From an optimization exercise on the open Yosys and OpenROAD flow, aimed at small area, a short achievable clock period and few clock cycles; shortcuts taken in it are not production practice. Only simulation tests tie the RTL to the original design; equivalence was not proved. Power and IR drop assume default switching activity.

`design/flow/design.v`:
```
`default_nettype none
module ksl_front (
   input  wire logic         clock,
   input  wire logic         reset,
   input  wire logic         req_valid,
   output logic              req_stall,
   input  wire logic [8:0]   req_data,
   input  wire logic         csr_we,
   input  wire logic [16:0]  csr_wdata,
   input  wire logic         room,
   input  wire logic [15:0]  last_index,
   output logic              push,
   output logic [45:0]       push_w
);
   localparam logic [5:0] KIND_IDENT   = 6'd31;
   localparam logic [5:0] KIND_NUMBER  = 6'd32;
   localparam logic [5:0] KIND_STRING  = 6'd33;
   localparam logic [5:0] KIND_END     = 6'd57;
   localparam logic [2:0] LM_IDLE   = 3'd0;
   localparam logic [2:0] LM_IDENT  = 3'd1;
   localparam logic [2:0] LM_NUMBER = 3'd2;
   localparam logic [2:0] LM_STRING = 3'd3;
   localparam logic [2:0] LM_LINE   = 3'd4;
   localparam logic [2:0] LM_BLOCK  = 3'd5;
   localparam logic [2:0] LM_PEND   = 3'd6;
   localparam logic [2:0] PD_SLASH = 3'd0;
   localparam logic [2:0] PD_EQ    = 3'd1;
   localparam logic [2:0] PD_BANG  = 3'd2;
   localparam logic [2:0] PD_LT    = 3'd3;
   localparam logic [2:0] PD_GT    = 3'd4;
   localparam logic [2:0] PD_MINUS = 3'd5;
   function automatic logic [4:0] kw_first(input logic [7:0] ch);
      logic [4:0] r;
      logic        hit;
      r   = '0;
      hit = 1'b0;
      r   = r | ({5{ch == 8'd97}} & 5'd10);
      hit = hit | (ch == 8'd97);
      r   = r | ({5{ch == 8'd99}} & 5'd12);
      hit = hit | (ch == 8'd99);
      r   = r | ({5{ch == 8'd100}} & 5'd9);
      hit = hit | (ch == 8'd100);
      r   = r | ({5{ch == 8'd101}} & 5'd17);
      hit = hit | (ch == 8'd101);
      r   = r | ({5{ch == 8'd102}} & 5'd8);
      hit = hit | (ch == 8'd102);
      r   = r | ({5{ch == 8'd103}} & 5'd2);
      hit = hit | (ch == 8'd103);
      r   = r | ({5{ch == 8'd104}} & 5'd4);
      hit = hit | (ch == 8'd104);
      r   = r | ({5{ch == 8'd105}} & 5'd5);
      hit = hit | (ch == 8'd105);
      r   = r | ({5{ch == 8'd107}} & 5'd18);
      hit = hit | (ch == 8'd107);
      r   = r | ({5{ch == 8'd108}} & 5'd26);
      hit = hit | (ch == 8'd108);
      r   = r | ({5{ch == 8'd109}} & 5'd1);
      hit = hit | (ch == 8'd109);
      r   = r | ({5{ch == 8'd111}} & 5'd13);
      hit = hit | (ch == 8'd111);
      r   = r | ({5{ch == 8'd114}} & 5'd0);
      hit = hit | (ch == 8'd114);
      r   = r | ({5{ch == 8'd117}} & 5'd24);
      hit = hit | (ch == 8'd117);
      r   = r | ({5{ch == 8'd119}} & 5'd11);
      hit = hit | (ch == 8'd119);
      kw_first = hit ? r : 5'd31;
   endfunction
   function automatic logic [5:0] kw_exp(input logic [8:0] kn);
      logic [5:0] r;
      logic        hit;
      r   = '0;
      hit = 1'b0;
      r   = r | ({6{kn == 9'd1}} & 6'd41);
      hit = hit | (kn == 9'd1);
      r   = r | ({6{kn == 9'd2}} & 6'd46);
      hit = hit | (kn == 9'd2);
      r   = r | ({6{kn == 9'd3}} & 6'd39);
      hit = hit | (kn == 9'd3);
      r   = r | ({6{kn == 9'd17}} & 6'd47);
      hit = hit | (kn == 9'd17);
      r   = r | ({6{kn == 9'd18}} & 6'd36);
      hit = hit | (kn == 9'd18);
      r   = r | ({6{kn == 9'd19}} & 6'd53);
      hit = hit | (kn == 9'd19);
      r   = r | ({6{kn == 9'd20}} & 6'd44);
      hit = hit | (kn == 9'd20);
      r   = r | ({6{kn == 9'd21}} & 6'd37);
      hit = hit | (kn == 9'd21);
      r   = r | ({6{kn == 9'd33}} & 6'd37);
      hit = hit | (kn == 9'd33);
      r   = r | ({6{kn == 9'd34}} & 6'd46);
      hit = hit | (kn == 9'd34);
      r   = r | ({6{kn == 9'd35}} & 6'd37);
      hit = hit | (kn == 9'd35);
      r   = r | ({6{kn == 9'd36}} & 6'd50);
      hit = hit | (kn == 9'd36);
      r   = r | ({6{kn == 9'd37}} & 6'd33);
      hit = hit | (kn == 9'd37);
      r   = r | ({6{kn == 9'd38}} & 6'd52);
      hit = hit | (kn == 9'd38);
      r   = r | ({6{kn == 9'd39}} & 6'd47);
      hit = hit | (kn == 9'd39);
      r   = r | ({6{kn == 9'd40}} & 6'd50);
      hit = hit | (kn == 9'd40);
      r   = r | ({6{kn == 9'd41}} & 6'd51);
      hit = hit | (kn == 9'd41);
      r   = r | ({6{kn == 9'd49}} & 6'd37);
      hit = hit | (kn == 9'd49);
      r   = r | ({6{kn == 9'd50}} & 6'd44);
      hit = hit | (kn == 9'd50);
      r   = r | ({6{kn == 9'd51}} & 6'd33);
      hit = hit | (kn == 9'd51);
      r   = r | ({6{kn == 9'd52}} & 6'd52);
      hit = hit | (kn == 9'd52);
      r   = r | ({6{kn == 9'd53}} & 6'd41);
      hit = hit | (kn == 9'd53);
      r   = r | ({6{kn == 9'd54}} & 6'd47);
      hit = hit | (kn == 9'd54);
      r   = r | ({6{kn == 9'd55}} & 6'd46);
      hit = hit | (kn == 9'd55);
      r   = r | ({6{kn == 9'd56}} & 6'd51);
      hit = hit | (kn == 9'd56);
      r   = r | ({6{kn == 9'd65}} & 6'd47);
      hit = hit | (kn == 9'd65);
      r   = r | ({6{kn == 9'd66}} & 6'd45);
      hit = hit | (kn == 9'd66);
      r   = r | ({6{kn == 9'd67}} & 6'd47);
      hit = hit | (kn == 9'd67);
      r   = r | ({6{kn == 9'd68}} & 6'd45);
      hit = hit | (kn == 9'd68);
      r   = r | ({6{kn == 9'd69}} & 6'd47);
      hit = hit | (kn == 9'd69);
      r   = r | ({6{kn == 9'd70}} & 6'd50);
      hit = hit | (kn == 9'd70);
      r   = r | ({6{kn == 9'd71}} & 6'd48);
      hit = hit | (kn == 9'd71);
      r   = r | ({6{kn == 9'd72}} & 6'd40);
      hit = hit | (kn == 9'd72);
      r   = r | ({6{kn == 9'd73}} & 6'd41);
      hit = hit | (kn == 9'd73);
      r   = r | ({6{kn == 9'd74}} & 6'd51);
      hit = hit | (kn == 9'd74);
      r   = r | ({6{kn == 9'd75}} & 6'd45);
      hit = hit | (kn == 9'd75);
      r   = r | ({6{kn == 9'd81}} & 6'd46);
      hit = hit | (kn == 9'd81);
      r   = r | ({6{kn == 9'd97}} & 6'd46);
      hit = hit | (kn == 9'd97);
      r   = r | ({6{kn == 9'd98}} & 6'd52);
      hit = hit | (kn == 9'd98);
      r   = r | ({6{kn == 9'd99}} & 6'd37);
      hit = hit | (kn == 9'd99);
      r   = r | ({6{kn == 9'd100}} & 6'd39);
      hit = hit | (kn == 9'd100);
      r   = r | ({6{kn == 9'd101}} & 6'd37);
      hit = hit | (kn == 9'd101);
      r   = r | ({6{kn == 9'd102}} & 6'd50);
      hit = hit | (kn == 9'd102);
      r   = r | ({6{kn == 9'd103}} & 6'd51);
      hit = hit | (kn == 9'd103);
      r   = r | ({6{kn == 9'd104}} & 6'd63);
      hit = hit | (kn == 9'd104);
      r   = r | ({6{kn == 9'd105}} & 6'd45);
      hit = hit | (kn == 9'd105);
      r   = r | ({6{kn == 9'd106}} & 6'd47);
      hit = hit | (kn == 9'd106);
      r   = r | ({6{kn == 9'd107}} & 6'd36);
      hit = hit | (kn == 9'd107);
      r   = r | ({6{kn == 9'd113}} & 6'd33);
      hit = hit | (kn == 9'd113);
      r   = r | ({6{kn == 9'd114}} & 6'd52);
      hit = hit | (kn == 9'd114);
      r   = r | ({6{kn == 9'd115}} & 6'd41);
      hit = hit | (kn == 9'd115);
      r   = r | ({6{kn == 9'd116}} & 6'd47);
      hit = hit | (kn == 9'd116);
      r   = r | ({6{kn == 9'd117}} & 6'd46);
      hit = hit | (kn == 9'd117);
      r   = r | ({6{kn == 9'd118}} & 6'd33);
      hit = hit | (kn == 9'd118);
      r   = r | ({6{kn == 9'd119}} & 6'd44);
      hit = hit | (kn == 9'd119);
      r   = r | ({6{kn == 9'd120}} & 6'd51);
      hit = hit | (kn == 9'd120);
      r   = r | ({6{kn == 9'd129}} & 6'd50);
      hit = hit | (kn == 9'd129);
      r   = r | ({6{kn == 9'd130}} & 6'd37);
      hit = hit | (kn == 9'd130);
      r   = r | ({6{kn == 9'd131}} & 6'd37);
      hit = hit | (kn == 9'd131);
      r   = r | ({6{kn == 9'd132}} & 6'd63);
      hit = hit | (kn == 9'd132);
      r   = r | ({6{kn == 9'd133}} & 6'd45);
      hit = hit | (kn == 9'd133);
      r   = r | ({6{kn == 9'd134}} & 6'd47);
      hit = hit | (kn == 9'd134);
      r   = r | ({6{kn == 9'd135}} & 6'd36);
      hit = hit | (kn == 9'd135);
      r   = r | ({6{kn == 9'd136}} & 6'd53);
      hit = hit | (kn == 9'd136);
      r   = r | ({6{kn == 9'd137}} & 6'd44);
      hit = hit | (kn == 9'd137);
      r   = r | ({6{kn == 9'd138}} & 6'd37);
      hit = hit | (kn == 9'd138);
      r   = r | ({6{kn == 9'd145}} & 6'd37);
      hit = hit | (kn == 9'd145);
      r   = r | ({6{kn == 9'd146}} & 6'd38);
      hit = hit | (kn == 9'd146);
      r   = r | ({6{kn == 9'd147}} & 6'd41);
      hit = hit | (kn == 9'd147);
      r   = r | ({6{kn == 9'd148}} & 6'd46);
      hit = hit | (kn == 9'd148);
      r   = r | ({6{kn == 9'd149}} & 6'd37);
      hit = hit | (kn == 9'd149);
      r   = r | ({6{kn == 9'd161}} & 6'd51);
      hit = hit | (kn == 9'd161);
      r   = r | ({6{kn == 9'd177}} & 6'd40);
      hit = hit | (kn == 9'd177);
      r   = r | ({6{kn == 9'd178}} & 6'd37);
      hit = hit | (kn == 9'd178);
      r   = r | ({6{kn == 9'd179}} & 6'd50);
      hit = hit | (kn == 9'd179);
      r   = r | ({6{kn == 9'd180}} & 6'd37);
      hit = hit | (kn == 9'd180);
      r   = r | ({6{kn == 9'd193}} & 6'd33);
      hit = hit | (kn == 9'd193);
      r   = r | ({6{kn == 9'd194}} & 6'd51);
      hit = hit | (kn == 9'd194);
      r   = r | ({6{kn == 9'd195}} & 6'd37);
      hit = hit | (kn == 9'd195);
      r   = r | ({6{kn == 9'd209}} & 6'd38);
      hit = hit | (kn == 9'd209);
      r   = r | ({6{kn == 9'd225}} & 6'd37);
      hit = hit | (kn == 9'd225);
      r   = r | ({6{kn == 9'd226}} & 6'd35);
      hit = hit | (kn == 9'd226);
      r   = r | ({6{kn == 9'd227}} & 6'd53);
      hit = hit | (kn == 9'd227);
      r   = r | ({6{kn == 9'd228}} & 6'd50);
      hit = hit | (kn == 9'd228);
      r   = r | ({6{kn == 9'd229}} & 6'd51);
      hit = hit | (kn == 9'd229);
      r   = r | ({6{kn == 9'd230}} & 6'd41);
      hit = hit | (kn == 9'd230);
      r   = r | ({6{kn == 9'd231}} & 6'd54);
      hit = hit | (kn == 9'd231);
      r   = r | ({6{kn == 9'd232}} & 6'd37);
      hit = hit | (kn == 9'd232);
      r   = r | ({6{kn == 9'd241}} & 6'd41);
      hit = hit | (kn == 9'd241);
      r   = r | ({6{kn == 9'd242}} & 6'd56);
      hit = hit | (kn == 9'd242);
      r   = r | ({6{kn == 9'd243}} & 6'd37);
      hit = hit | (kn == 9'd243);
      r   = r | ({6{kn == 9'd244}} & 6'd36);
      hit = hit | (kn == 9'd244);
      r   = r | ({6{kn == 9'd245}} & 6'd63);
      hit = hit | (kn == 9'd245);
      r   = r | ({6{kn == 9'd246}} & 6'd48);
      hit = hit | (kn == 9'd246);
      r   = r | ({6{kn == 9'd247}} & 6'd47);
      hit = hit | (kn == 9'd247);
      r   = r | ({6{kn == 9'd248}} & 6'd41);
      hit = hit | (kn == 9'd248);
      r   = r | ({6{kn == 9'd249}} & 6'd46);
      hit = hit | (kn == 9'd249);
      r   = r | ({6{kn == 9'd250}} & 6'd52);
      hit = hit | (kn == 9'd250);
      r   = r | ({6{kn == 9'd257}} & 6'd47);
      hit = hit | (kn == 9'd257);
      r   = r | ({6{kn == 9'd258}} & 6'd50);
      hit = hit | (kn == 9'd258);
      r   = r | ({6{kn == 9'd259}} & 6'd48);
      hit = hit | (kn == 9'd259);
      r   = r | ({6{kn == 9'd260}} & 6'd40);
      hit = hit | (kn == 9'd260);
      r   = r | ({6{kn == 9'd261}} & 6'd41);
      hit = hit | (kn == 9'd261);
      r   = r | ({6{kn == 9'd262}} & 6'd51);
      hit = hit | (kn == 9'd262);
      r   = r | ({6{kn == 9'd263}} & 6'd45);
      hit = hit | (kn == 9'd263);
      r   = r | ({6{kn == 9'd273}} & 6'd46);
      hit = hit | (kn == 9'd273);
      r   = r | ({6{kn == 9'd274}} & 6'd36);
      hit = hit | (kn == 9'd274);
      r   = r | ({6{kn == 9'd275}} & 6'd47);
      hit = hit | (kn == 9'd275);
      r   = r | ({6{kn == 9'd276}} & 6'd45);
      hit = hit | (kn == 9'd276);
      r   = r | ({6{kn == 9'd277}} & 6'd47);
      hit = hit | (kn == 9'd277);
      r   = r | ({6{kn == 9'd278}} & 6'd50);
      hit = hit | (kn == 9'd278);
      r   = r | ({6{kn == 9'd279}} & 6'd48);
      hit = hit | (kn == 9'd279);
      r   = r | ({6{kn == 9'd280}} & 6'd40);
      hit = hit | (kn == 9'd280);
      r   = r | ({6{kn == 9'd281}} & 6'd41);
      hit = hit | (kn == 9'd281);
      r   = r | ({6{kn == 9'd282}} & 6'd51);
      hit = hit | (kn == 9'd282);
      r   = r | ({6{kn == 9'd283}} & 6'd45);
      hit = hit | (kn == 9'd283);
      r   = r | ({6{kn == 9'd289}} & 6'd37);
      hit = hit | (kn == 9'd289);
      r   = r | ({6{kn == 9'd290}} & 6'd50);
      hit = hit | (kn == 9'd290);
      r   = r | ({6{kn == 9'd291}} & 6'd46);
      hit = hit | (kn == 9'd291);
      r   = r | ({6{kn == 9'd292}} & 6'd37);
      hit = hit | (kn == 9'd292);
      r   = r | ({6{kn == 9'd293}} & 6'd44);
      hit = hit | (kn == 9'd293);
      r   = r | ({6{kn == 9'd305}} & 6'd45);
      hit = hit | (kn == 9'd305);
      r   = r | ({6{kn == 9'd306}} & 6'd33);
      hit = hit | (kn == 9'd306);
      r   = r | ({6{kn == 9'd307}} & 6'd39);
      hit = hit | (kn == 9'd307);
      r   = r | ({6{kn == 9'd308}} & 6'd37);
      hit = hit | (kn == 9'd308);
      r   = r | ({6{kn == 9'd321}} & 6'd47);
      hit = hit | (kn == 9'd321);
      r   = r | ({6{kn == 9'd322}} & 6'd45);
      hit = hit | (kn == 9'd322);
      r   = r | ({6{kn == 9'd323}} & 6'd48);
      hit = hit | (kn == 9'd323);
      r   = r | ({6{kn == 9'd324}} & 6'd47);
      hit = hit | (kn == 9'd324);
      r   = r | ({6{kn == 9'd325}} & 6'd51);
      hit = hit | (kn == 9'd325);
      r   = r | ({6{kn == 9'd326}} & 6'd37);
      hit = hit | (kn == 9'd326);
      r   = r | ({6{kn == 9'd337}} & 6'd48);
      hit = hit | (kn == 9'd337);
      r   = r | ({6{kn == 9'd338}} & 6'd48);
      hit = hit | (kn == 9'd338);
      r   = r | ({6{kn == 9'd339}} & 6'd44);
      hit = hit | (kn == 9'd339);
      r   = r | ({6{kn == 9'd340}} & 6'd57);
      hit = hit | (kn == 9'd340);
      r   = r | ({6{kn == 9'd353}} & 6'd33);
      hit = hit | (kn == 9'd353);
      r   = r | ({6{kn == 9'd354}} & 6'd48);
      hit = hit | (kn == 9'd354);
      r   = r | ({6{kn == 9'd369}} & 6'd47);
      hit = hit | (kn == 9'd369);
      r   = r | ({6{kn == 9'd370}} & 6'd44);
      hit = hit | (kn == 9'd370);
      r   = r | ({6{kn == 9'd371}} & 6'd36);
      hit = hit | (kn == 9'd371);
      r   = r | ({6{kn == 9'd385}} & 6'd46);
      hit = hit | (kn == 9'd385);
      r   = r | ({6{kn == 9'd386}} & 6'd38);
      hit = hit | (kn == 9'd386);
      r   = r | ({6{kn == 9'd387}} & 6'd47);
      hit = hit | (kn == 9'd387);
      r   = r | ({6{kn == 9'd388}} & 6'd44);
      hit = hit | (kn == 9'd388);
      r   = r | ({6{kn == 9'd389}} & 6'd36);
      hit = hit | (kn == 9'd389);
      r   = r | ({6{kn == 9'd401}} & 6'd47);
      hit = hit | (kn == 9'd401);
      r   = r | ({6{kn == 9'd402}} & 6'd44);
      hit = hit | (kn == 9'd402);
      r   = r | ({6{kn == 9'd403}} & 6'd41);
      hit = hit | (kn == 9'd403);
      r   = r | ({6{kn == 9'd404}} & 6'd45);
      hit = hit | (kn == 9'd404);
      r   = r | ({6{kn == 9'd405}} & 6'd41);
      hit = hit | (kn == 9'd405);
      r   = r | ({6{kn == 9'd406}} & 6'd52);
      hit = hit | (kn == 9'd406);
      r   = r | ({6{kn == 9'd417}} & 6'd41);
      hit = hit | (kn == 9'd417);
      r   = r | ({6{kn == 9'd418}} & 6'd45);
      hit = hit | (kn == 9'd418);
      r   = r | ({6{kn == 9'd419}} & 6'd41);
      hit = hit | (kn == 9'd419);
      r   = r | ({6{kn == 9'd420}} & 6'd52);
      hit = hit | (kn == 9'd420);
      r   = r | ({6{kn == 9'd433}} & 6'd41);
      hit = hit | (kn == 9'd433);
      r   = r | ({6{kn == 9'd434}} & 6'd44);
      hit = hit | (kn == 9'd434);
      r   = r | ({6{kn == 9'd435}} & 6'd52);
      hit = hit | (kn == 9'd435);
      r   = r | ({6{kn == 9'd436}} & 6'd37);
      hit = hit | (kn == 9'd436);
      r   = r | ({6{kn == 9'd437}} & 6'd50);
      hit = hit | (kn == 9'd437);
      r   = r | ({6{kn == 9'd449}} & 6'd33);
      hit = hit | (kn == 9'd449);
      r   = r | ({6{kn == 9'd450}} & 6'd45);
      hit = hit | (kn == 9'd450);
      r   = r | ({6{kn == 9'd451}} & 6'd34);
      hit = hit | (kn == 9'd451);
      r   = r | ({6{kn == 9'd452}} & 6'd36);
      hit = hit | (kn == 9'd452);
      r   = r | ({6{kn == 9'd453}} & 6'd33);
      hit = hit | (kn == 9'd453);
      r   = r | ({6{kn == 9'd465}} & 6'd41);
      hit = hit | (kn == 9'd465);
      r   = r | ({6{kn == 9'd466}} & 6'd52);
      hit = hit | (kn == 9'd466);
      r   = r | ({6{kn == 9'd467}} & 6'd40);
      hit = hit | (kn == 9'd467);
      r   = r | ({6{kn == 9'd481}} & 6'd46);
      hit = hit | (kn == 9'd481);
      r   = r | ({6{kn == 9'd482}} & 6'd41);
      hit = hit | (kn == 9'd482);
      r   = r | ({6{kn == 9'd483}} & 6'd52);
      hit = hit | (kn == 9'd483);
      r   = r | ({6{kn == 9'd484}} & 6'd41);
      hit = hit | (kn == 9'd484);
      r   = r | ({6{kn == 9'd485}} & 6'd33);
      hit = hit | (kn == 9'd485);
      r   = r | ({6{kn == 9'd486}} & 6'd44);
      hit = hit | (kn == 9'd486);
      kw_exp = hit ? r : 6'd0;
   endfunction
   function automatic logic [4:0] kw_alt(input logic [16:0] knc);
      logic [4:0] r;
      logic        hit;
      r   = '0;
      hit = 1'b0;
      r   = r | ({5{knc == 17'd41328}} & 5'd21);
      hit = hit | (knc == 17'd41328);
      r   = r | ({5{knc == 17'd49519}} & 5'd20);
      hit = hit | (knc == 17'd49519);
      r   = r | ({5{knc == 17'd82540}} & 5'd25);
      hit = hit | (knc == 17'd82540);
      r   = r | ({5{knc == 17'd33129}} & 5'd15);
      hit = hit | (knc == 17'd33129);
      r   = r | ({5{knc == 17'd33135}} & 5'd23);
      hit = hit | (knc == 17'd33135);
      r   = r | ({5{knc == 17'd62060}} & 5'd27);
      hit = hit | (knc == 17'd62060);
      r   = r | ({5{knc == 17'd20845}} & 5'd19);
      hit = hit | (knc == 17'd20845);
      r   = r | ({5{knc == 17'd21097}} & 5'd30);
      hit = hit | (knc == 17'd21097);
      r   = r | ({5{knc == 17'd21108}} & 5'd6);
      hit = hit | (knc == 17'd21108);
      r   = r | ({5{knc == 17'd106849}} & 5'd28);
      hit = hit | (knc == 17'd106849);
      r   = r | ({5{knc == 17'd4449}} & 5'd22);
      hit = hit | (knc == 17'd4449);
      r   = r | ({5{knc == 17'd4722}} & 5'd16);
      hit = hit | (knc == 17'd4722);
      r   = r | ({5{knc == 17'd353}} & 5'd7);
      hit = hit | (knc == 17'd353);
      r   = r | ({5{knc == 17'd357}} & 5'd3);
      hit = hit | (knc == 17'd357);
      r   = r | ({5{knc == 17'd12899}} & 5'd14);
      hit = hit | (knc == 17'd12899);
      r   = r | ({5{knc == 17'd45417}} & 5'd29);
      hit = hit | (knc == 17'd45417);
      kw_alt = hit ? r : 5'd31;
   endfunction
   function automatic logic [3:0] kw_len(input logic [4:0] k);
      logic [3:0] r;
      logic        hit;
      r   = '0;
      hit = 1'b0;
      r   = r | ({4{k == 5'd0}} & 4'd4);
      hit = hit | (k == 5'd0);
      r   = r | ({4{k == 5'd1}} & 4'd6);
      hit = hit | (k == 5'd1);
      r   = r | ({4{k == 5'd2}} & 4'd10);
      hit = hit | (k == 5'd2);
      r   = r | ({4{k == 5'd3}} & 4'd9);
      hit = hit | (k == 5'd3);
      r   = r | ({4{k == 5'd4}} & 4'd12);
      hit = hit | (k == 5'd4);
      r   = r | ({4{k == 5'd5}} & 4'd2);
      hit = hit | (k == 5'd5);
      r   = r | ({4{k == 5'd6}} & 4'd12);
      hit = hit | (k == 5'd6);
      r   = r | ({4{k == 5'd7}} & 4'd9);
      hit = hit | (k == 5'd7);
      r   = r | ({4{k == 5'd8}} & 4'd11);
      hit = hit | (k == 5'd8);
      r   = r | ({4{k == 5'd9}} & 4'd6);
      hit = hit | (k == 5'd9);
      r   = r | ({4{k == 5'd10}} & 4'd2);
      hit = hit | (k == 5'd10);
      r   = r | ({4{k == 5'd11}} & 4'd5);
      hit = hit | (k == 5'd11);
      r   = r | ({4{k == 5'd12}} & 4'd4);
      hit = hit | (k == 5'd12);
      r   = r | ({4{k == 5'd13}} & 4'd2);
      hit = hit | (k == 5'd13);
      r   = r | ({4{k == 5'd14}} & 4'd9);
      hit = hit | (k == 5'd14);
      r   = r | ({4{k == 5'd15}} & 4'd11);
      hit = hit | (k == 5'd15);
      r   = r | ({4{k == 5'd16}} & 4'd8);
      hit = hit | (k == 5'd16);
      r   = r | ({4{k == 5'd17}} & 4'd12);
      hit = hit | (k == 5'd17);
      r   = r | ({4{k == 5'd18}} & 4'd6);
      hit = hit | (k == 5'd18);
      r   = r | ({4{k == 5'd19}} & 4'd5);
      hit = hit | (k == 5'd19);
      r   = r | ({4{k == 5'd20}} & 4'd7);
      hit = hit | (k == 5'd20);
      r   = r | ({4{k == 5'd21}} & 4'd5);
      hit = hit | (k == 5'd21);
      r   = r | ({4{k == 5'd22}} & 4'd3);
      hit = hit | (k == 5'd22);
      r   = r | ({4{k == 5'd23}} & 4'd4);
      hit = hit | (k == 5'd23);
      r   = r | ({4{k == 5'd24}} & 4'd6);
      hit = hit | (k == 5'd24);
      r   = r | ({4{k == 5'd25}} & 4'd7);
      hit = hit | (k == 5'd25);
      r   = r | ({4{k == 5'd26}} & 4'd5);
      hit = hit | (k == 5'd26);
      r   = r | ({4{k == 5'd27}} & 4'd6);
      hit = hit | (k == 5'd27);
      r   = r | ({4{k == 5'd28}} & 4'd6);
      hit = hit | (k == 5'd28);
      r   = r | ({4{k == 5'd29}} & 4'd4);
      hit = hit | (k == 5'd29);
      r   = r | ({4{k == 5'd30}} & 4'd7);
      hit = hit | (k == 5'd30);
      kw_len = hit ? r : 4'd0;
   endfunction
   function automatic logic [5:0] single_kind(input logic [7:0] ch);
      logic [5:0] r;
      r = '0;
      r = r | ({6{ch == 8'h2b}} & 6'd39);    
      r = r | ({6{ch == 8'h2a}} & 6'd42);    
      r = r | ({6{ch == 8'h25}} & 6'd44);    
      r = r | ({6{ch == 8'h28}} & 6'd45);    
      r = r | ({6{ch == 8'h29}} & 6'd46);    
      r = r | ({6{ch == 8'h7b}} & 6'd47);    
      r = r | ({6{ch == 8'h7d}} & 6'd48);    
      r = r | ({6{ch == 8'h2c}} & 6'd49);    
      r = r | ({6{ch == 8'h3b}} & 6'd50);    
      r = r | ({6{ch == 8'h3a}} & 6'd53);    
      r = r | ({6{ch == 8'h5b}} & 6'd54);    
      r = r | ({6{ch == 8'h5d}} & 6'd55);    
      r = r | ({6{ch == 8'h2e}} & 6'd56);    
      single_kind = r;
   endfunction
   localparam int CL_W = 11;
   localparam int CL_WORD  = 10;    
   localparam int CL_ALPHA = 9;     
   localparam int CL_DIGIT = 8;
   localparam int CL_QUOTE = 7;
   localparam int CL_NL    = 6;
   localparam int CL_SLASH = 5;
   localparam int CL_STAR  = 4;
   localparam int CL_EQ    = 3;
   localparam int CL_GT    = 2;
   localparam int CL_PEND  = 1;     
   localparam int CL_OP    = 0;     
   function automatic logic [CL_W-1:0] classify(input logic [7:0] ch);
      logic alpha, digit;
      alpha = ((ch >= "a") && (ch <= "z")) || ((ch >= "A") && (ch <= "Z")) || (ch == "_");
      digit = (ch >= "0") && (ch <= "9");
      classify = {alpha || digit, alpha, digit, ch == "\"", ch == 8'd10, ch == "/", ch == "*",
                  ch == "=", ch == ">",
                  (ch == "/") || (ch == "=") || (ch == "!") || (ch == "<") || (ch == ">") ||
                  (ch == "-"),
                  single_kind(ch) != 6'd0};
   endfunction
   function automatic logic [15:0] cap4_of(input logic [16:0] l);
      if (l[16]) begin
         cap4_of = 16'd65531;
      end else if (l[15:0] == 16'd0) begin
         cap4_of = 16'hfffc;
      end else begin
         cap4_of = l[15:0] - 16'd5;
      end
   endfunction
   logic              in_v;
   logic [7:0]        c;
   logic              eot;
   logic [CL_W-1:0]   cl;
   logic              b_v;
   logic [8:0]        b_data;
   logic [8:0]        src;
   logic              load_a;
   logic [2:0]   mode_ff, mode_in;
   logic [2:0]   pend_ff, pend_in;
   logic         star_ff, star_in;
   logic [15:0]  start_ff, start_in;
   logic [5:0]   len_ff, len_in;
   logic [4:0]   kw_ff, kw_in;
   logic [16:0]  pos_ff, pos_in;
   logic         zero_ff, zero_in;    
   logic [15:0]  cnt;                 
   logic         ovf_ff, ovf_in;      
   logic         near_ff, near_in;    
   logic         far_ff, far_in;      
   logic [15:0]  cap4_ff;             
   logic [15:0]  cap4_w;
   logic [2:0]   c_pend;
   logic [5:0]   c_kind, two_kind, flush_kind, flush_len;
   logic         flush_emits;
   assign c_kind   = single_kind(c);
   assign cap4_w   = cap4_of(csr_wdata);
   logic         w_cap0, w_cap1, w_cap2;
   assign w_cap0   = (csr_wdata[16:1] == 16'd0);
   assign w_cap1   = (csr_wdata == 17'd2);
   assign w_cap2   = (csr_wdata == 17'd3);
   assign cnt      = zero_ff ? 16'd0 : last_index + 16'd1;
   logic [5:0]   kw_e;
   logic         kw_hit;
   assign kw_e   = kw_exp({kw_ff, len_ff[3:0]});
   assign kw_hit = kw_e[5] && (len_ff[5:4] == 2'b00) && (c[4:0] == kw_e[4:0]) && c[6] &&
                   (c[5] || (kw_e[4:0] == 5'd31));
   always_comb begin
      c_pend = PD_SLASH;
      if (c == "=") c_pend = PD_EQ;
      if (c == "!") c_pend = PD_BANG;
      if (c == "<") c_pend = PD_LT;
      if (c == ">") c_pend = PD_GT;
      if (c == "-") c_pend = PD_MINUS;
   end
   always_comb begin
      two_kind = 6'd0;
      if (cl[CL_EQ]) begin
         if (pend_ff == PD_EQ)   two_kind = 6'd34;
         if (pend_ff == PD_BANG) two_kind = 6'd35;
         if (pend_ff == PD_LT)   two_kind = 6'd36;
         if (pend_ff == PD_GT)   two_kind = 6'd37;
      end else if (cl[CL_GT] && (pend_ff == PD_MINUS)) begin
         two_kind = 6'd41;
      end
   end
   always_comb begin
      flush_emits = 1'b1;
      flush_len   = len_ff;
      flush_kind  = 6'd0;
      if (mode_ff == LM_IDENT) begin
         flush_kind = (len_ff == {2'b00, kw_len(kw_ff)}) ? {1'b0, kw_ff} : KIND_IDENT;
      end else if (mode_ff == LM_NUMBER) begin
         flush_kind = KIND_NUMBER;
      end else if (mode_ff == LM_STRING) begin
         flush_kind = KIND_STRING;
      end else if (mode_ff == LM_PEND) begin
         flush_len = 6'd1;
         if (pend_ff == PD_SLASH) flush_kind = 6'd43;
         if (pend_ff == PD_EQ)    flush_kind = 6'd38;
         if (pend_ff == PD_LT)    flush_kind = 6'd51;
         if (pend_ff == PD_GT)    flush_kind = 6'd52;
         if (pend_ff == PD_MINUS) flush_kind = 6'd40;
         flush_emits = (pend_ff != PD_BANG);
      end else begin
         flush_emits = 1'b0;
      end
   end
   logic         emit, split, step, take;
   logic [5:0]   w_kind, w_len;
   logic [15:0]  w_start;
   logic         w_ovf, w_last, w_end;
   always_comb begin
      logic do_flush, do_start;
      mode_in  = mode_ff;
      pos_in   = pos_ff;
      emit     = 1'b0;
      split    = 1'b0;
      w_end    = 1'b0;
      w_kind   = flush_kind;
      w_start  = ((mode_ff == LM_STRING) && (len_ff == 6'd0)) ? pos_ff[15:0] : start_ff;
      w_len    = flush_len;
      w_ovf    = 1'b0;
      do_flush = 1'b0;
      do_start = 1'b0;
      if (eot) begin
         mode_in = LM_IDLE;
         emit    = 1'b1;
         if (!ovf_ff && flush_emits) begin
            split = 1'b1;
         end else begin
            w_end   = 1'b1;
            w_kind  = KIND_END;
            w_start = pos_ff[15:0];
            w_len   = 6'd0;
            w_ovf   = ovf_ff;
            pos_in  = '0;
         end
      end else if (!ovf_ff && !pos_ff[16]) begin
         pos_in = pos_ff + 17'd1;
         case (mode_ff)
            LM_IDENT: begin
               if (!cl[CL_WORD]) begin
                  do_flush = 1'b1;
                  do_start = 1'b1;
               end
            end
            LM_NUMBER: begin
               if (!cl[CL_DIGIT]) begin
                  do_flush = 1'b1;
                  do_start = 1'b1;
               end
            end
            LM_STRING: begin
               if (cl[CL_QUOTE]) do_flush = 1'b1;
            end
            LM_LINE: begin
               if (cl[CL_NL]) mode_in = LM_IDLE;
            end
            LM_BLOCK: begin
               if (star_ff && cl[CL_SLASH]) mode_in = LM_IDLE;
            end
            LM_PEND: begin
               if ((pend_ff == PD_SLASH) && cl[CL_SLASH]) begin
                  mode_in = LM_LINE;
               end else if ((pend_ff == PD_SLASH) && cl[CL_STAR]) begin
                  mode_in = LM_BLOCK;
               end else if (two_kind != 6'd0) begin
                  mode_in = LM_IDLE;
                  emit    = 1'b1;
                  w_kind  = two_kind;
                  w_len   = 6'd2;
               end else begin
                  do_flush = 1'b1;
                  do_start = 1'b1;
               end
            end
            default: begin
               mode_in  = LM_IDLE;
               do_start = 1'b1;
            end
         endcase
         if (do_flush) begin
            mode_in = LM_IDLE;
            if (flush_emits) begin
               emit = 1'b1;
               if (do_start && !near_ff && cl[CL_OP]) begin
                  split  = 1'b1;
                  pos_in = pos_ff;
               end else if (near_ff) begin
                  do_start = 1'b0;
               end
            end
         end
         if (do_start && !split) begin
            if (cl[CL_ALPHA]) begin
               mode_in  = LM_IDENT;
            end else if (cl[CL_DIGIT]) begin
               mode_in  = LM_NUMBER;
            end else if (cl[CL_QUOTE]) begin
               mode_in  = LM_STRING;
            end else if (cl[CL_PEND]) begin
               mode_in  = LM_PEND;
            end else if (cl[CL_OP]) begin
               emit    = 1'b1;
               w_kind  = c_kind;
               w_start = pos_ff[15:0];
               w_len   = 6'd1;
            end
         end
      end
      w_last = !split;
      step   = in_v && (room || !emit);
      take   = step && !split;
      push   = in_v && emit && room;
   end
   assign push_w    = {w_kind, cnt, w_start, w_len, w_ovf, w_last};
   logic  tok_cont;
   assign tok_cont = ((mode_ff == LM_IDENT) && cl[CL_WORD]) || ((mode_ff == LM_NUMBER) && cl[CL_DIGIT]) ||
                     ((mode_ff == LM_STRING) && !cl[CL_QUOTE]);
   always_comb begin
      pend_in  = c_pend;
      star_in  = (mode_ff == LM_BLOCK) && cl[CL_STAR];
      start_in = pos_ff[15:0];
      len_in   = cl[CL_QUOTE] ? 6'd0 : 6'd1;
      kw_in    = kw_first(c);
      if (tok_cont) begin
         len_in = (len_ff == 6'd63) ? len_ff : len_ff + 6'd1;
      end
      if (tok_cont && !((mode_ff == LM_STRING) && (len_ff == 6'd0))) begin
         start_in = start_ff;
      end
      if (mode_ff == LM_IDENT) begin
         kw_in = kw_hit ? kw_ff : kw_alt({kw_ff, len_ff[3:0], c});
      end
      if (pos_ff[16]) begin
         pend_in  = pend_ff;
         start_in = start_ff;
         len_in   = len_ff;
         kw_in    = kw_ff;
      end
   end
   assign load_a    = !in_v || take;
   assign src       = b_v ? b_data : req_data;
   assign req_stall = b_v || (in_v && eot);
   always_ff @(posedge clock) begin
      if (reset) begin
         in_v <= 1'b0;
         b_v  <= 1'b0;
      end else if (load_a) begin
         in_v <= b_v || (req_valid && !req_stall);
         b_v  <= 1'b0;
      end else if (req_valid && !req_stall) begin
         b_v  <= 1'b1;
      end
      if (load_a) begin
         {c, eot} <= src;
         cl       <= classify(src[8:1]);
      end
      if (!req_stall) begin
         b_data <= req_data;
      end
   end
   always_comb begin
      zero_in = zero_ff;
      ovf_in  = ovf_ff;
      near_in = near_ff;
      far_in  = far_ff;
      if (push && w_end) begin
         zero_in = 1'b1;
         ovf_in  = csr_we ? w_cap0 : (cap4_ff == 16'hfffc);
         near_in = csr_we ? w_cap1 : (cap4_ff == 16'hfffd);
         far_in  = csr_we ? w_cap2 : (cap4_ff == 16'hfffe);
      end else if (push) begin
         zero_in = 1'b0;
         ovf_in  = near_ff;
         near_in = far_ff;
         far_in  = zero_ff ? (cap4_ff == 16'hffff) : (last_index == cap4_ff);
      end else if (csr_we && !in_v && !b_v) begin
         ovf_in  = w_cap0;
         near_in = w_cap1;
         far_in  = w_cap2;
      end
   end
   always_ff @(posedge clock) begin
      if (reset) begin
         mode_ff <= LM_IDLE;
         pos_ff  <= '0;
         zero_ff <= 1'b1;
         ovf_ff  <= 1'b0;
         near_ff <= 1'b0;
         far_ff  <= 1'b0;
         cap4_ff <= 16'd1019;
      end else begin
         if (csr_we) cap4_ff <= cap4_w;
         zero_ff <= zero_in;
         ovf_ff  <= ovf_in;
         near_ff <= near_in;
         far_ff  <= far_in;
         if (step) begin
            mode_ff <= mode_in;
            pos_ff  <= pos_in;
         end
      end
   end
   always_ff @(posedge clock) begin
      if (step) begin
         pend_ff  <= pend_in;
         star_ff  <= star_in;
         start_ff <= start_in;
         len_ff   <= len_in;
         kw_ff    <= kw_in;
      end
   end
endmodule
`default_nettype wire
`default_nettype none
module ksl_tokq (
   input  wire logic          clock,
   input  wire logic          reset,
   input  wire logic          push,
   input  wire logic [45:0]   push_w,
   output logic              room,
   output logic              rsp_valid,
   input  wire logic          rsp_stall,
   output logic [45:0]       rsp_data
);
   logic         v_ff;
   logic [45:0]  w_ff;
   assign rsp_valid = v_ff;
   assign rsp_data  = w_ff;
   assign room      = !v_ff || !rsp_stall;
   always_ff @(posedge clock) begin
      if (reset) begin
         v_ff <= 1'b0;
      end else if (room) begin
         v_ff <= push;
      end
      if (push) begin
         w_ff <= push_w;
      end
   end
endmodule
`default_nettype wire
`default_nettype none
module keyword_source_lexer #(
   parameter int MAX_TEXT_LEN = 65536
) (
   input  wire logic         clock,
   input  wire logic         reset,
   input  wire logic         req_valid,
   output logic             req_stall,
   input  wire logic [8:0]   req_data,
   output logic             rsp_valid,
   input  wire logic         rsp_stall,
   output logic [45:0]      rsp_data,
   input  wire logic         csr_we,
   input  wire logic [16:0]  csr_wdata
);
   logic         room;
   logic         push;
   logic [45:0]  push_w;
   ksl_front u_front (
      .clock     (clock),
      .reset     (reset),
      .req_valid (req_valid),
      .req_stall (req_stall),
      .req_data  (req_data),
      .csr_we    (csr_we),
      .csr_wdata (csr_wdata),
      .room      (room),
      .last_index(rsp_data[39:24]),
      .push      (push),
      .push_w    (push_w)
   );
   ksl_tokq u_tokq (
      .clock     (clock),
      .reset     (reset),
      .push      (push),
      .push_w    (push_w),
      .room      (room),
      .rsp_valid (rsp_valid),
      .rsp_stall (rsp_stall),
      .rsp_data  (rsp_data)
   );
endmodule
`default_nettype wire
```
`design/flow/flow/run.sh`:
```
#!/bin/bash
# The standard layout, with the smallest buffer on each port instead of the
# default delay-cell buffer; repair still resizes port buffers where timing needs it
set -euo pipefail
export BUFFER_PORTS_ARGS="-buffer_cell sky130_fd_sc_hd__buf_1"
bash standard.sh finish > standard_finish.log 2>&1
```
`design/flow/standard.sh`:
```
#!/bin/bash
# synth_recipe.tcl (not shown) runs the flow's synth.tcl, then flattens the netlist and writes it again
# the make line also repeats each setting of config.mk as NAME=value (left out here)
make -C /OpenROAD-flow-scripts/flow DESIGN_CONFIG=/design/flow/config.mk WORK_HOME=/design/flow/orfs CLKGATE_MAP_FILE= SYNTH_SCRIPT=/design/flow/synth_recipe.tcl "${@:-finish}"
```
`design/flow/config.mk`:
```
export PLATFORM = sky130hd
export DESIGN_NAME = keyword_source_lexer
export DESIGN_NICKNAME = keyword_source_lexer
export VERILOG_FILES = /design/flow/design.v
export SDC_FILE = /design/flow/constraint.sdc
export NUM_CORES = 4
export LEC_CHECK = 0
export CAP_MARGIN = 20
export CORE_MARGIN = 2
export CORE_UTILIZATION = 40
export SETUP_SLACK_MARGIN = 5
export SLEW_MARGIN = 20
```
`design/flow/constraint.sdc`:
```
create_clock -name core_clock -period 8.5 [get_ports {clock}]
set_input_delay 1.7000 -clock core_clock [delete_from_list [all_inputs] [get_ports {clock}]]
set_output_delay 1.7000 -clock core_clock [all_outputs]
set_load 0.01 [all_outputs]
```
==> flow_metrics.py <==
metrics = {
    "layout": {
        "finalNetCount": 1485,
        "final_cell_area_um2": 13460,
        "layout-drive-gt1-share_pct": 14.61,
        "final_cells": 1842,
        "antennaDiodeCount": 0,
        "seq_area_um2": 4046,
        "nFillCells": 2815,
        "multi_input_area_um2": 7227,
        "syn2layout_area_growth_pct": 17.21,
    },
    "critical_path": {
        "crit_top_cell": "or4_4",
        "path_class": "register to register",
        "start_kind": "register",
        "crit_fanout": 7,
        "cp.buffers_inverters": 3,
        "path_cells": "ha_4 -> buf_12 -> clkinvlp_4 -> buf_6 -> o31a_1 -> o32ai_2 -> or4_4 -> or4_4 -> or4_4 -> a2111oi_4 -> a31oi_4",
        "ff2ff_setup_slack_ps": 4760,
        "cp.arrival_ps": 3900,
        "setup.worst_path.end_class": "register",
        "path_delay_family": "simple AND/OR/NAND/NOR gates",
        "slowest_delay_ps": 570,
        "cp_slowest_cell": "or4_4",
        "worstReg2RegEnd": "u_front.kw_ff[3]",
        "r2r_start": "u_front.len_ff[0]",
        "crit_required_ps": 8660,
        "reg2reg_depth": 11,
    },
    "synthesis": {
        "synth.most_common_cell": "nand2_1",
        "synth_nets": 1425,
        "synthesis.area_um2": 11490,
        "postSynthCellCount": 1385,
        "syn_area_per_cell_um2": 8.293,
        "synth_common_cells": "129 x nand2_1, 106 x edfxtp_1, 101 x nor2_1, 98 x a21oi_1, 71 x clkbuf_1",
        "ys_seq_area_share_pct": 35.21,
        "ys_seq_elements": 149,
        "async_flop_share_pct": 0,
        "yosys_most_used_dff": "edfxtp_1",
        "synth_edf_count": 106,
        "yosysTopAreaCellShare_pct": 27.71,
        "yosys_warnings": 2,
        "yosysUniqueCellTypes": 80,
        "synth_top_area_cell": "edfxtp_1",
        "synth.area.top_cells": "edfxtp_1 28%, dfxtp_1 7.5%, a21oi_1 4.3%, nand2_1 4.2%, nor2_1 3.3%",
    },
    "power_and_ir_drop": {
        "combPwrFrac_pct": 15.5,
        "leakagePower_nw": 4.513,
        "seqPwrFrac_pct": 45.5,
        "worst_ir_drop_vdd_v": 0.00009575,
        "switching_share_pct": 28.55,
        "p_int_mw": 1.309,
        "p_sw_uw": 523.1,
        "powerDensity_nw_per_um2": 136.1,
        "p_clk_share_pct": 39.0,
    },
    "min_path": {
        "hold_class": "register to register",
        "min_path_cells": 0,
        "hold_path_end": "u_front.start_ff[5]",
        "min_from": "u_front.pos_ff[5]",
    },
    "clocking": {
        "cts_buffer_depth": 2,
        "cts.root.buffer_cell": "clkbuf_16",
        "cts_num_sinks": 149,
        "insertion_delay_ps": 430,
        "cts_buffers": 17,
        "ctsHoldBuffers": 0,
        "clk_pin_slew_ps": 60,
        "htreeDepth": 4,
        "cts_tree": "built",
    },
    "grt": {
        "grt_use_total_pct": 27.71,
        "grt_antenna_before_repair": 0,
        "grt_pass1_wl_um": 65420,
        "grt_pass1_vias": 10923,
        "grt_max_degree": 54,
        "grt_overflow": 0,
    },
    "sta": {
        "min_period_ps": 3743,
        "rsz0062_at_grt": "true",
        "worstMarginPinSlew_ps": 1171,
        "drv_slew": 0,
        "period_share_pct": 44.03,
        "setup_viol": 0,
        "relSlewSlack_pct": 21.77,
        "fin_tns_setup_ps": 0,
        "fmax_mhz": 267.2,
        "hold_viol_final": 0,
        "skew_ps": 14.05,
    },
    "floorplanning": {
        "row_count": 62,
        "die_h_um": 173.5,
        "fp.dieW_um": 173.5,
        "dieArea_um2": 30090,
        "core_area_um2": 28470,
        "initial_utilization_pct": 40.34,
        "pin_count": 79,
    },
    "routing": {
        "firstDrtPassIters": 5,
        "vias": 11892,
        "drc": 0,
        "dr.first_iter.drc_count": 1329,
        "wl_per_cell_um": 23.61,
        "routed_via_density": 6.456,
        "routed_wl_um": 43490,
        "final_antenna_net_count": 0,
    },
    "place": {
        "placed_area_um2": 12030,
        "dpl.cell_count": 1761,
        "port_buffers": 78,
        "place_hpwl_um": 29190,
        "gp_congestion": 1.018,
    },
    "status": {
        "status": "timing/DRC/antenna clean",
    },
    "job": {
        "cap_violations": 0,
    },
}
[stage by stage]
stage	utilization [%]	power (mW)	hold WS [ps]	worst slack, ps
floorplan	-	1.014	448.4	4952
global placement	42.26	1.097	493.0	4205
detailed placement	42.26	1.096	490.9	4190
CTS	46.14	1.825	515.1	4740
global route	47.29	1.895	532.8	4701
finish	47.29	1.832	510.9	4757
[timing repair]
action,in CTS,in global routing
endpoints found under the setup margin,114,92
cloned,1,4
setup buffers,32,12
gates resized for setup,56,37
pin swaps,16,20
[worst reg2reg max path: stages, from the launching register on]
cell and delay [ps]:
edfxtp_1 500, ha_4 220, buf_12 140, clkinvlp_4 110
buf_6 140, o31a_1 160, o32ai_2 120, or4_4 580
or4_4 540, or4_4 440, a2111oi_4 360, a31oi_4 170
[cells by family after synthesis]
kind of cell / Yosys count / share of synthesized area, %
AND/OR/NAND/NOR: 631 / 30.01
AO/OA/AOI/OAI: 368 / 21.49
flip-flops: 149 / 35.21
buffers and inverters: 143 / 5.142
XOR/XNOR: 46 / 3.508
multiplexers: 39 / 3.660
adder cells (fa/ha/maj): 9 / 0.9804
[power by group through the flow]
| stage | Clock (mW) | Combinational [mW] | Sequential (mW) |
|---|---|---|---|
| after global routing | 0.754 | 0.304 | 0.837 |
| final | 0.714 | 0.284 | 0.834 |
| after floorplan | 0 | 0.176 | 0.837 |
| after global placement | 0 | 0.248 | 0.849 |
| after detailed placement | 0 | 0.247 | 0.849 |
| after CTS | 0.725 | 0.267 | 0.833 |
[worst max path at each step]
stage / start / to / cells past startpoint
floorplan: csr_wdata[11] / u_front.ovf_ff / 9
global placement: u_front.pend_ff[1] / u_front.len_ff[2] / 8
detailed placement: u_front.pend_ff[1] / u_front.start_ff[8] / 8
CTS: u_front.len_ff[0] / u_front.kw_ff[3] / 10
global route: u_front.len_ff[1] / u_front.kw_ff[3] / 12
finish: u_front.len_ff[0] / u_front.kw_ff[3] / 11
[final cells by class]
cell class              count  share of cell area [%]
flip-flops and latches    149                   30.06
clock inverters            14                  0.9294
multi-input cells        1094                   53.68
inverters                  31                  0.9758
well taps                 384                   3.569
repair buffers            152                   7.602
clock buffers              18                   3.188
[state kept, by name (all words and copies together), names as in the netlist, 3 cells and up]
name,count
u_front.b_data,9
u_front.c,8
u_front.cap4_ff,16
u_front.cl,11
u_front.kw_ff,5
u_front.len_ff,6
u_front.mode_ff,3
u_front.pend_ff,3
u_front.pos_ff,17
u_front.start_ff,16
u_tokq.w_ff,46
[cells in the final DEF (no fill, tap or decap), types with 15 or more instances in the layout]
cell	Yosys	layout
a211oi_1	17	17
a21oi_1	98	94
a22oi_1	17	16
and2_1	18	18
and3_1	23	23
buf_1	9	78
buf_4	3	55
clkbuf_16	0	20
dfxtp_1	43	41
edfxtp_1	106	106
inv_1	30	24
mux2_2	24	24
mux2i_1	15	15
nand2_1	129	127
nand2b_1	29	26
nand3_1	48	48
nand4_1	27	27
nor2_1	101	100
nor2b_1	31	30
nor3_1	62	61
nor3b_1	24	20
nor4_1	30	26
o21ai_0	58	54
o22ai_1	30	30
o31ai_1	15	15
or3_1	20	19
or4_1	22	17
xnor2_1	20	20
xor2_1	26	26
[per-layer routing]
layer  vias up  GRT usage (%)  share of wire, %
met3       144          5.110               8.4
met2       613          41.28                43
met5         -              0                 0
li1       5411              -                 -
met1      5724          38.42                43
met4         0          14.19               5.3
Testbench counts, summed over its fixed seeds: cycles 146,983.

[separate check: timing with driven ports]
How much do the figures lean on ideal ports? The routed layout below was timed once more, with nothing changed but the port constraints.
Step 1 sets driving cells, clkbuf_16 on the clock port and buf_2 on the other inputs (assumed; they add their load-dependent delay and slew).
Step 2, shift: input delay + t, output delay - t, t = (earliest + latest rising clock arrival at the registers) / 2. This alone moves slack from input paths to output paths.
Slacks: ideal ports / drivers / drivers and shift; pairs: ideal ports / drivers.
t, ns: 0.467
slack for setup (ns): 4.757 / 4.757 / 4.736
worst setup path after step 2: input to register
worst data-port slew with drivers (ns): 0.06
After both steps setup and hold are still met in this run. For this run, drivers alone change the setup slack by 0.000 ns; drivers and shift together by -0.021 ns.
